Context: an optimization exercise on an open-source flow, tuned for a short achievable clock period and few clock cycles per item. The choices shown serve that exercise and are no tape-out recipe.
The RTL was checked by simulation tests, not by an equivalence proof against the original design.
Power and IR drop assume default switching activity.

File: config.mk
export PLATFORM = sky130hd
export DESIGN_NAME = huff_len_top
export DESIGN_NICKNAME = huff_len_top
export VERILOG_FILES = /design/flow/design.v
export SDC_FILE = /design/flow/constraint.sdc
export NUM_CORES = 4
export LEC_CHECK = 0
export CAP_MARGIN = 20
export CORE_MARGIN = 2
export CORE_UTILIZATION = 40
export SLEW_MARGIN = 20
File: constraint.sdc
create_clock -name core_clock -period 6.5 [get_ports {clk}]
set_input_delay 1.3000 -clock core_clock [delete_from_list [all_inputs] [get_ports {clk}]]
set_output_delay 1.3000 -clock core_clock [all_outputs]
set_load 0.01 [all_outputs]
File: design.v
`default_nettype none
package huff_len_pkg;
	typedef enum logic [2:0] {
		TR_IDLE,
		TR_READ_LEAF,
		TR_WALK,
		TR_NEXT_LEAF,
		TR_DONE
	} trace_state_t;
	typedef enum logic [2:0] {
		LIM_IDLE,
		LIM_TRACING,
		LIM_SCAN,
		LIM_ADJUST,
		LIM_DONE
	} limit_state_t;
	typedef enum logic [1:0] {
		ADJ_NONE,
		ADJ_INCR,
		ADJ_SPLIT
	} adjust_op_t;
endpackage
`default_nettype wire
`timescale 1ns/100ps
`default_nettype none
module tree_tracer
(
	input  logic                   clk,
	input  logic                   rstN,
	input  logic                   start,
	output logic                   tree_rd,
	output logic [9-1:0]  tree_addr,
	input  logic [9-1:0]  tree_parent,
	output logic                   len_valid,
	output logic [4-1:0]   len_idx,
	output logic                   len_over,
	output logic                   trace_done
);
	localparam logic [9-1:0] LAST_LEAF = 256 - 1;
	localparam logic [4:0]            DEPTH_MAX = 15;
	localparam logic [4:0]            DEPTH_SAT = 15 + 1;
	huff_len_pkg::trace_state_t             state;
	huff_len_pkg::trace_state_t             state_nxt;
	logic [9-1:0]    leaf_cnt;
	logic [4:0]               depth;
	logic                     parent_zero;
	logic                     last_leaf;
	assign parent_zero = (tree_parent == '0);
	assign last_leaf   = (leaf_cnt == LAST_LEAF);
	always_comb
	begin
		tree_rd   = 1'b0;
		tree_addr = leaf_cnt;
		case (state)
			huff_len_pkg::TR_READ_LEAF, huff_len_pkg::TR_NEXT_LEAF:
			begin
				tree_rd = 1'b1;
			end
			huff_len_pkg::TR_WALK:
			begin
				tree_rd   = !parent_zero;
				tree_addr = tree_parent;
			end
			default:
			begin
				tree_rd = 1'b0;
			end
		endcase
	end
	assign len_valid  = (state == huff_len_pkg::TR_WALK) && parent_zero && (depth != '0);
	assign len_over   = len_valid && (depth > DEPTH_MAX);
	assign len_idx    = (depth > DEPTH_MAX) ? DEPTH_MAX[4-1:0] : depth[4-1:0];
	assign trace_done = (state == huff_len_pkg::TR_DONE);
	always_comb
	begin
		state_nxt = state;
		case (state)
			huff_len_pkg::TR_IDLE:
			begin
				if (start)
					state_nxt = huff_len_pkg::TR_READ_LEAF;
			end
			huff_len_pkg::TR_READ_LEAF, huff_len_pkg::TR_NEXT_LEAF:
			begin
				state_nxt = huff_len_pkg::TR_WALK;
			end
			huff_len_pkg::TR_WALK:
			begin
				if (parent_zero)
					state_nxt = last_leaf ? huff_len_pkg::TR_DONE : huff_len_pkg::TR_NEXT_LEAF;
			end
			default:
			begin
				state_nxt = huff_len_pkg::TR_IDLE;
			end
		endcase
	end
	always_ff @(posedge clk or negedge rstN)
	begin
		if (!rstN)
		begin
			state    <= huff_len_pkg::TR_IDLE;
			leaf_cnt <= '0;
			depth    <= '0;
		end
		else
		begin
			state <= state_nxt;
			if (state == huff_len_pkg::TR_IDLE && start)
			begin
				leaf_cnt <= '0;
				depth    <= '0;
			end
			else if (state == huff_len_pkg::TR_WALK)
			begin
				if (parent_zero)
				begin
					depth <= '0;
					if (!last_leaf)
						leaf_cnt <= leaf_cnt + 1'b1;
				end
				else if (depth != DEPTH_SAT)
				begin
					depth <= depth + 1'b1;
				end
			end
		end
	end
endmodule
`default_nettype wire
`timescale 1ns/100ps
`default_nettype none
module bl_count_array
(
	input  logic                     clk,
	input  logic                     rstN,
	input  logic                     start,
	input  logic                     len_valid,
	input  logic [4-1:0]     len_idx,
	input  huff_len_pkg::adjust_op_t adj_op,
	input  logic [4-1:0]     adj_idx,
	input  logic [4-1:0]     scan_idx,
	input  logic [4-1:0]     rd_addr,
	output logic [9-1:0]     scan_count,
	output logic [9-1:0]     rd_count
);
	localparam logic [4-1:0] LEN_MAX = 15;
	localparam logic [9-1:0] CNT_ONE = 1;
	localparam logic [9-1:0] CNT_TWO = 2;
	logic [9-1:0]  cnt [0:15];
	logic [4-1:0]  adj_nxt;
	assign adj_nxt = adj_idx + 1'b1;
	always_ff @(posedge clk or negedge rstN)
	begin
		if (!rstN)
		begin
			for (int i = 0; i <= 15; i++)
				cnt[i] <= '0;
		end
		else if (start)
		begin
			for (int i = 0; i <= 15; i++)
				cnt[i] <= '0;
		end
		else if (len_valid)
		begin
			cnt[len_idx] <= cnt[len_idx] + CNT_ONE;
		end
		else if (adj_op == huff_len_pkg::ADJ_INCR)
		begin
			cnt[adj_idx] <= cnt[adj_idx] + CNT_ONE;
		end
		else if (adj_op == huff_len_pkg::ADJ_SPLIT)
		begin
			cnt[adj_idx] <= cnt[adj_idx] - CNT_ONE;
			if (adj_nxt == LEN_MAX)
			begin
				cnt[LEN_MAX] <= cnt[LEN_MAX] + CNT_ONE;
			end
			else
			begin
				cnt[adj_nxt] <= cnt[adj_nxt] + CNT_TWO;
				cnt[LEN_MAX] <= cnt[LEN_MAX] - CNT_ONE;
			end
		end
	end
	assign scan_count = cnt[scan_idx];
	always_ff @(posedge clk)
	begin
		rd_count <= cnt[rd_addr];
	end
endmodule
`default_nettype wire
`timescale 1ns/100ps
`default_nettype none
module length_limiter
(
	input  logic                     clk,
	input  logic                     rstN,
	input  logic                     start,
	input  logic                     trace_done,
	input  logic                     len_valid,
	input  logic                     len_over,
	input  logic [9-1:0]     scan_count,
	output huff_len_pkg::adjust_op_t adj_op,
	output logic [4-1:0]     adj_idx,
	output logic [4-1:0]     scan_idx,
	output logic                     done
);
	localparam logic [4-1:0] SCAN_TOP = 15 - 1;
	localparam logic [4-1:0] SCAN_LOW = 1;
	localparam logic [9-1:0] OVF_ONE  = 1;
	localparam logic [9-1:0] OVF_TWO  = 2;
	huff_len_pkg::limit_state_t          state;
	logic [9-1:0]  overflow;
	logic [9-1:0]  overflow_dec;
	assign overflow_dec = (overflow > OVF_TWO) ? overflow - OVF_TWO : '0;
	always_ff @(posedge clk or negedge rstN)
	begin
		if (!rstN)
		begin
			state    <= huff_len_pkg::LIM_IDLE;
			overflow <= '0;
			scan_idx <= SCAN_TOP;
		end
		else
		begin
			case (state)
				huff_len_pkg::LIM_IDLE, huff_len_pkg::LIM_DONE:
				begin
					if (start)
					begin
						state    <= huff_len_pkg::LIM_TRACING;
						overflow <= '0;
					end
				end
				huff_len_pkg::LIM_TRACING:
				begin
					if (len_valid && len_over)
						overflow <= overflow + OVF_ONE;
					if (trace_done)
					begin
						scan_idx <= SCAN_TOP;
						state    <= (overflow != '0) ? huff_len_pkg::LIM_SCAN : huff_len_pkg::LIM_DONE;
					end
				end
				huff_len_pkg::LIM_SCAN:
				begin
					if (scan_count != '0)
						state <= huff_len_pkg::LIM_ADJUST;
					else if (scan_idx == SCAN_LOW)
						state <= huff_len_pkg::LIM_DONE;
					else
						scan_idx <= scan_idx - 1'b1;
				end
				huff_len_pkg::LIM_ADJUST:
				begin
					overflow <= overflow_dec;
					scan_idx <= SCAN_TOP;
					state    <= (overflow_dec != '0) ? huff_len_pkg::LIM_SCAN : huff_len_pkg::LIM_DONE;
				end
				default:
				begin
					state <= huff_len_pkg::LIM_IDLE;
				end
			endcase
		end
	end
	assign adj_op  = (state == huff_len_pkg::LIM_ADJUST) ? huff_len_pkg::ADJ_SPLIT : huff_len_pkg::ADJ_NONE;
	assign adj_idx = scan_idx;
	assign done = (state == huff_len_pkg::LIM_DONE);
endmodule
`default_nettype wire
`timescale 1ns/100ps
`default_nettype none
module huff_len_top
(
	input  logic                   clk,
	input  logic                   rstN,
	input  logic                   start,
	output logic                   done,
	output logic                   tree_rd,
	output logic [9-1:0]  tree_addr,
	input  logic [9-1:0]  tree_parent,
	input  logic [4-1:0]   rd_addr,
	output logic [9-1:0]   rd_count
);
	logic                  len_valid;
	logic [4-1:0]  len_idx;
	logic                  len_over;
	logic                  trace_done;
	huff_len_pkg::adjust_op_t            adj_op;
	logic [4-1:0]  adj_idx;
	logic [4-1:0]  scan_idx;
	logic [9-1:0]  scan_count;
	tree_tracer u_tracer
	(
		.clk         (clk),
		.rstN        (rstN),
		.start       (start),
		.tree_rd     (tree_rd),
		.tree_addr   (tree_addr),
		.tree_parent (tree_parent),
		.len_valid   (len_valid),
		.len_idx     (len_idx),
		.len_over    (len_over),
		.trace_done  (trace_done)
	);
	bl_count_array u_count
	(
		.clk        (clk),
		.rstN       (rstN),
		.start      (start),
		.len_valid  (len_valid),
		.len_idx    (len_idx),
		.adj_op     (adj_op),
		.adj_idx    (adj_idx),
		.scan_idx   (scan_idx),
		.rd_addr    (rd_addr),
		.scan_count (scan_count),
		.rd_count   (rd_count)
	);
	length_limiter u_limiter
	(
		.clk        (clk),
		.rstN       (rstN),
		.start      (start),
		.trace_done (trace_done),
		.len_valid  (len_valid),
		.len_over   (len_over),
		.scan_count (scan_count),
		.adj_op     (adj_op),
		.adj_idx    (adj_idx),
		.scan_idx   (scan_idx),
		.done       (done)
	);
endmodule
`default_nettype wire
File: run.sh
#!/bin/bash
# synth_recipe.tcl (not shown) runs the flow's synth.tcl, then flattens the netlist and writes it again
# the make line also repeats each setting of config.mk as NAME=value (left out here)
make -C /OpenROAD-flow-scripts/flow DESIGN_CONFIG=/design/flow/config.mk WORK_HOME=/design/flow/orfs CLKGATE_MAP_FILE= SYNTH_SCRIPT=/design/flow/synth_recipe.tcl finish
==> results.ini, run 1 <==
[power]
peakVddDrop_mv = 0.308
power.leakage_nw = 7.80
p_per_area_nw_per_um2 = 442

[timing]
skew_ns = 0.0275
period_share_pct = 81.1
fin_ws_ns = 1.23
fin_crit_ns = 5.27
hold_violations = 0
worst_pin_slew_ns = 1.20
tns_ns = 0
maxSlewViolCount = 0
clock.fmax_mhz = 190
grt_setup_unrepaired = false
max_slew_margin_pct = 19.8
setup_viol = 0

[setup_path]
cp.arrival_ns = 5.67
slowest_delay_ns = 0.72
r2r-end = u_count.cnt[13][5]
path_cells = inv_1 -> ha_2 -> or3b_1 -> o22ai_1 -> nor4_1 -> nand4b_1 -> nor2_1 -> nor2_1 -> ha_1 -> o221ai_1 -> or2_2 -> xor2_2 -> nor2_1 -> a211oi_1
worst_setup_path_end_kind = flip-flop
critPathMostFrequentCell = nor2_1
cp-start-kind = flip-flop
cp_max_fo = 17
r2r_slack_ns = 1.23
r2r_cells = 14
critPathKind = reg2reg
cp_slowest_cell = or3b_1
cp.required_ns = 6.90
cp_num_buf_inv = 1
path_delay_family = simple AND/OR/NAND/NOR gates
reg2reg_from = u_limiter.scan_idx[1]

[synthesis]
synth_top_family_by_area = compound AO/OA/AOI/OAI gates
yosys.area_share.xor_xnor_pct = 1.72
ys_ff_latch = 186
synth-edff-count = 0
synthFlopType = dfrtp_1
syn_area_per_cell_um2 = 7.69
postSynthNetCount = 2491
synth_top_area_cell = dfrtp_1
synthAdderAreaFrac_pct = 1.97
synth_area_um2 = 18800
muxShareOfSynthArea_pct = 10.3
synth_top_area_share_pct = 23.2
yosysUniqueCellTypes = 109
synth.area.top_cells = dfrtp_1 (23%), mux2i_1 (5.9%), nand2_1 (5.3%)
synth_cells = 2446
synth-compound-area-share_pct = 32.9
netlist_top_cells_count = nand2_1 (267), nor2_1 (245), o21ai_0 (186)
yosys.area_share.simple_pct = 22.2
synth_most_common_cell = nand2_1
synthArstFlopShare_pct = 95.2
yosysSeqAreaShare_pct = 24.5
ys_warn_count = 4

[clocking]
ctsHoldBuffers = 0
cts_buffers = 17
cts_setup_buffers = 0
cts_tree = done
clkLatencyLatePin_ns = 0.52
root_buffer = clkbuf_16
cts.clk_slew.worst_paths_ns = 0.08
cts_resized = 0
htree_levels = 4
cts_sinks = 186
cts_buffer_depth = 2

[place]
hpwl_mm = 83.4
io_buffers = 35
dpl_worst_slack_ns = 1.30
place_congestion = 1.04

[routing]
vias = 22272
ant_nets = 0
wire_per_inst_um = 38.4
drt_wl_total_mm = 115
avgViaCountPerCell = 7.41
drc = 0
firstDrtPassIters = 10
drt_iter0_markers = 3820

[global_route]
antenna_found_initial = 2
grt_use_total_pct = 46.1
grt_pass1_vias = 20338
grt_pass1_wl_mm = 161
grt_max_degree = 97
gr-total-overflow = 0

[layout]
final_nets = 2429
layout-drive-gt1-share_pct = 13.2
area_delta_synth_final_pct = 8.75
fillers = 4698

[run_status]
status = timing/DRC/antenna clean

[floorplanning]
start_util_pct = 40.5
num_io_pins = 36
die_w_um = 221
die-area_um2 = 48800
die_h_um = 221
core-area_um2 = 46500
row_count = 79

[min_path]
hold_end = u_tracer.state[1]
min_path_type = reg2reg
worstHoldPathCells = 1
min_from = u_tracer.state[2]

[job]
maxCapViolCount = 0

through the flow:
step | power, mW | instance area, um^2 | cells | hold WS, ns | utilization, %
final | 9.03 | 20400 | 3005 | 0.518 | 44.0
after detailed placement | 7.55 | 19900 | 2972 | 0.506 | 42.7
after global placement | 7.55 | 19800 | 2972 | 0.504 | 42.7
after global routing | 9.19 | 20400 | 3004 | 0.569 | 44.0
after floorplan | 4.99 | 18800 | 2446 | 0.467 | -
after CTS | 8.68 | 20400 | 3004 | 0.517 | 44.0
how the worst max path moves through the flow:
stage,to,slack [ns],cells after the start,from
CTS,u_count.cnt[9][6],1.48,13,u_tracer.depth[0]
global placement,u_count.cnt[15][0],1.34,10,tree_parent[2]
finish,u_count.cnt[13][5],1.23,14,u_limiter.scan_idx[1]
global route,u_count.cnt[2][5],1.17,14,u_limiter.scan_idx[1]
detailed placement,u_count.cnt[15][8],1.30,10,tree_parent[5]
floorplan,u_count.cnt[0][7],2.29,19,u_limiter.scan_idx[1]
metal layers:
metal / share of wire, % / GRT usage [%] / wire [um] / vias to the layer above
met3: 14 / 17.3 / 16300 / 412
met5: 0.010 / 0 / 12 / -
met4: 7.3 / 28.0 / 8380 / 2
li1: - / - / - / 9133
met1: 38 / 59.9 / 44000 / 10910
met2: 40 / 64.5 / 46500 / 1815
cells in the final DEF (no fill, tap or decap), types with 25 or more instances in the layout:
cell type        Yosys  final
nand2_1            267    267
nor2_1             245    243
o21ai_0            186    186
dfrtp_1            174    173
a21oi_1            169    163
a211oi_1           113    113
buf_4               13    113
mux2i_1            110    110
nand3_1             78     78
nor3_1              78     76
mux2_2              54     54
a22oi_1             44     44
o31ai_1             37     36
a22o_1              36     36
inv_1               34     34
nand4_1             34     34
clkdlybuf4s50_1      0     32
a31oi_1             34     29
a221oi_1            27     27
a32oi_1             26     26
o22ai_1             25     25
ha_1                28     25
cell type report:
cell class | instances | area [um^2] | area share, %
Clock inverter | 14 | 148 | 0.722
Multi-Input combinational cell | 1992 | 13100 | 64.2
Tap cell | 607 | 759 | 3.71
Inverter | 38 | 143 | 0.698
Timing Repair Buffer | 149 | 1210 | 5.93
Antenna cell | 1 | 2.50 | 0.0122
Sequential cell | 186 | 4620 | 22.6
Clock buffer | 18 | 439 | 2.15
flip-flops by register name, indices dropped and copies added, names as in the netlist:
register	flops
u_count.cnt	144
u_count.rd_count	9
u_limiter.overflow	9
u_tracer.leaf_cnt	9
u_tracer.depth	5
u_limiter.scan_idx	4
u_limiter.state	3
u_tracer.state	3
worst register-to-register path, stage by stage (launching register included):
cell and delay, ns:
dfstp_2 0.68, inv_1 0.18, ha_2 0.35, or3b_1 0.73
o22ai_1 0.20, nor4_1 0.72, nand4b_1 0.27, nor2_1 0.15
nor2_1 0.07, ha_1 0.22, o221ai_1 0.10, or2_2 0.19
xor2_2 0.60, nor2_1 0.38, a211oi_1 0.32
cell families (layout without fill, tap and decap cells):
family	Yosys count	in the layout
DFF	186	186
AOI/OAI and AO/OA	882	882
other	0	1
adders and majority gates	29	29
buffers and inverters	268	219
xor gates and xnor gates	33	33
and+or+nand+nor	873	873
muxes	175	175
report_power, final:
part / switching, mW / internal (mW) / total (mW)
registers: 0.605 / 1.32 / 1.93
logic: 4.26 / 1.71 / 5.97
clock network: 0.607 / 0.523 / 1.13
Testbench counts, summed over its fixed seeds: cycles 128,206, trees 48.
==> inputs of run 2 (changes only) <==
--- a/design.v
+++ b/design.v
@@ -46,4 +46,6 @@
 	logic                     parent_zero;
 	logic                     last_leaf;
+	logic [9-1:0]    leaf_nxt;
+	assign leaf_nxt = leaf_cnt + 1'b1;
 	assign parent_zero = (tree_parent == '0);
 	assign last_leaf   = (leaf_cnt == LAST_LEAF);
@@ -53,4 +55,9 @@
 		tree_addr = leaf_cnt;
 		case (state)
+			huff_len_pkg::TR_IDLE:
+			begin
+				tree_rd   = 1'b1;
+				tree_addr = '0;
+			end
 			huff_len_pkg::TR_READ_LEAF, huff_len_pkg::TR_NEXT_LEAF:
 			begin
@@ -59,6 +66,6 @@
 			huff_len_pkg::TR_WALK:
 			begin
-				tree_rd   = !parent_zero;
-				tree_addr = tree_parent;
+				tree_rd   = !parent_zero || !last_leaf;
+				tree_addr = parent_zero ? leaf_nxt : tree_parent;
 			end
 			default:
@@ -79,5 +86,5 @@
 			begin
 				if (start)
-					state_nxt = huff_len_pkg::TR_READ_LEAF;
+					state_nxt = huff_len_pkg::TR_WALK;
 			end
 			huff_len_pkg::TR_READ_LEAF, huff_len_pkg::TR_NEXT_LEAF:
@@ -87,6 +94,6 @@
 			huff_len_pkg::TR_WALK:
 			begin
-				if (parent_zero)
-					state_nxt = last_leaf ? huff_len_pkg::TR_DONE : huff_len_pkg::TR_NEXT_LEAF;
+				if (parent_zero && last_leaf)
+					state_nxt = huff_len_pkg::TR_DONE;
 			end
 			default:
==> run 2 against run 1 <==
  * Critical path depth increased by 2
  * Still clean on timing, DRC and antenna
  * Clock skew decreased by 0.010 ns
  * Global-route usage increased by 4.1 points
  * Wire length increased by 10%
  * Sequential power increased by 33%
  * Non-clock buffer count increased by 25
  * Highest routed layer unchanged
==> results.ini, run 2 <==
[setup_path]
cp_slowest_cell = dfstp_2
cp.required_ns = 6.91
worst_setup_path_end_kind = flip-flop
critPathKind = reg2reg
cp.arrival_ns = 5.88
slowest_delay_ns = 0.73
path_cells = ha_2 -> nor2b_1 -> a21oi_2 -> o22ai_1 -> nand2_1 -> ha_1 -> nor2b_1 -> o21ai_0 -> a21boi_0 -> o21a_1 -> o21ai_0 -> nand2b_1 -> a21o_1 -> xnor2_1 -> a31oi_1 -> o22a_1
cp-start-kind = flip-flop
cp_max_fo = 20

[clocking]
clkLatencyLatePin_ns = 0.51
ctsHoldBuffers = 0
cts_resized = 0
cts_buffers = 17
cts_tree = done
root_buffer = clkbuf_16
cts_buffer_depth = 2
cts.clk_slew.worst_paths_ns = 0.08
htree_levels = 4
cts_setup_buffers = 0
cts_sinks = 185

[layout]
mostFrequentLayoutCell = nand2_1
design_area_um2 = 20800
finalNonFillerCells = 3154
largest_reg_flops = 144
multi_input_area_um2 = 13300
area_delta_synth_final_pct = 10.3
seqCellArea_um2 = 4590
fillers = 4700
final_cell_mix = nand2_1 (301), nor2_1 (238), o21ai_0 (195), a21oi_1 (188), dfrtp_1 (171)
layout-drive-gt1-share_pct = 10.5
final_nets = 2570
top_register = u_count.cnt
final_util_pct = 44.8

[synthesis]
synth_top_area_cell = dfrtp_1
synth.area.top_cells = dfrtp_1 (23%), nand2_1 (6.0%), o21ai_0 (5.2%)
synth-edff-count = 0
syn_area_per_cell_um2 = 7.35
postSynthNetCount = 2617
yosysUniqueCellTypes = 104
netlist_top_cells_count = nand2_1 (301), nor2_1 (239), o21ai_0 (195)
synthArstFlopShare_pct = 95.1
synth_cells = 2572
synth_area_um2 = 18900
synth_top_area_share_pct = 22.9
ys_ff_latch = 185
ys_warn_count = 4
synth_most_common_cell = nand2_1
synthFlopType = dfrtp_1
yosysSeqAreaShare_pct = 24.3

[global_route]
grt_pass1_vias = 22323
antenna_found_initial = 8
grt_pass1_wl_mm = 176
grtUsageMet1_pct = 59.5
busiest_layer = met2
grt_use_total_pct = 50.2
grt_use_met3_pct = 24.4
gr-total-overflow = 0
grt_max_degree = 92
use_met2_pct = 68.0

[place]
place_congestion = 1.16
hpwl_mm = 87.9
dpl-instance-area_um2 = 20200
dp.cells = 3113
dpl_worst_slack_ns = 1.10
io_buffers = 35

[timing]
tns_ns = 0
period_share_pct = 84.2
grt_setup_unrepaired = false
setup_viol = 0
hold_violations = 0
fin_crit_ns = 5.48
hold_ws_ns = 0.553
fin_ws_ns = 1.02
skew_ns = 0.0171
clock.fmax_mhz = 183
maxSlewViolCount = 0
worst_pin_slew_ns = 1.26
max_slew_margin_pct = 15.4

[power]
power.leakage_nw = 7.73
total_power_mw = 11.0
p_per_area_nw_per_um2 = 530
peakVddDrop_mv = 0.414

[floorplanning]
die-area_um2 = 49000
die_w_um = 221
core-area_um2 = 46600
num_io_pins = 36
start_util_pct = 40.6
row_count = 79
die_h_um = 221

[routing]
firstDrtPassIters = 8
vias = 24460
avgViaCountPerCell = 7.76
drt_wl_total_mm = 127
wire_per_inst_um = 40.3
drc = 0
ant_nets = 0
drt_iter0_markers = 4369

[job]
maxCapViolCount = 0

[min_path]
min_path_type = reg2reg

[run_status]
status = timing/DRC/antenna clean

-- run 2: changes by cell type after synthesis, moves of 13 or more --
cell / before / now
clkbuf_1: 115 / 165
mux2i_1: 110 / 67
buf_2: 80 / 43
mux2_2: 54 / 18
nand2_1: 267 / 301
a22oi_1: 44 / 70
o31ai_1: 37 / 61
a21oi_1: 169 / 189
and3_1: 24 / 40
a221oi_1: 27 / 41
o32ai_1: 4 / 17
-- run 2: critical path, delay by kind of cell (launching register included) --
kind	cells	cell delay, ns
simple gates	4	1.32
compound gates	9	2.11
flops	1	0.73
xor+xnor	1	0.18
fa+ha+maj	2	0.98
-- run 2: per-layer routing --
metal,wire [um],vias up
met1,44500,11672
li1,-,9748
met5,213,-
met4,12800,6
met2,49000,2332
met3,20500,702
-- run 2: cell type report --
type | count | area share, %
diodes | 9 | 0.108
multi-input cells | 2105 | 63.6
clock inverters | 13 | 0.961
well taps | 607 | 3.64
clock buffers | 19 | 2.17
flip-flops and latches | 185 | 22.0
inverters | 42 | 0.757
repair buffers | 174 | 6.72
-- run 2: cell families (layout without fill, tap and decap cells) --
logic type               Yosys count  in the layout  synth area share, %
AO/OA/AOI/OAI                   1025           1025                 37.3
XOR/XNOR                          30             30                 1.55
adder cells (fa/ha/maj)           29             29                 1.96
buffers and inverters            282            248                 6.22
flip-flops                       185            185                 24.3
multiplexers                      92             92                 5.41
other                              0              9                    0
AND/OR/NAND/NOR                  929            929                 23.3
-- run 2: path summary, 6_finish.rpt --
| path | depth (start not counted) | slack [ns] | to | startpoint |
|---|---|---|---|---|
| max | 16 | 1.02 | u_count.cnt[15][8] | u_limiter.scan_idx[1] |
| min | 2 | 0.55 | u_tracer.leaf_cnt[8] | u_tracer.leaf_cnt[8] |
| max reg2reg | 16 | 1.02 | u_count.cnt[15][8] | u_limiter.scan_idx[1] |
| min reg2reg | 2 | 0.55 | u_tracer.leaf_cnt[8] | u_tracer.leaf_cnt[8] |
| max in group asynchronous | 2 | 4.21 | u_count.cnt[1][1] | rstN |
| min in group asynchronous | 1 | 0.85 | u_limiter.overflow[2] | rstN |
-- run 2: power by group --
group / internal (mW) / switching, mW
clock: 0.646 / 0.590
sequential: 1.42 / 1.15
combinational: 2.10 / 5.13
total: 4.17 / 6.87
Testbench counts of run 2, summed over its fixed seeds: cycles 115,918, trees 48.

-- separate check: timing with driven ports --
In the flow no input, the clock included, has a driving cell. The finished layouts below were timed again as built, in two steps.
Step 1 assumes that a clkbuf_16 drives the clock port and a buf_2 every other input.
Step 2 moves the port delays by t, midway between the first and last clock arrival at a register: inputs arrive t later, outputs are due t later. That takes back most of the time a late clock gives input paths.
a / b / c = ideal ports / drivers / drivers and shift; a / b = the first two.
| run | t (ns) | slack for setup (ns) | hold WS [ns] | worst slew at a driven data input, ns |
|---|---|---|---|---|
| run 1 | 0.574 | 1.231 / 1.231 / 1.231 | 0.518 / 0.518 / 0.518 | 0.04 |
| run 2 | 0.569 | 1.024 / 1.024 / 1.024 | 0.553 / 0.553 / 0.553 | 0.04 |
After both steps every run listed still meets setup and hold.
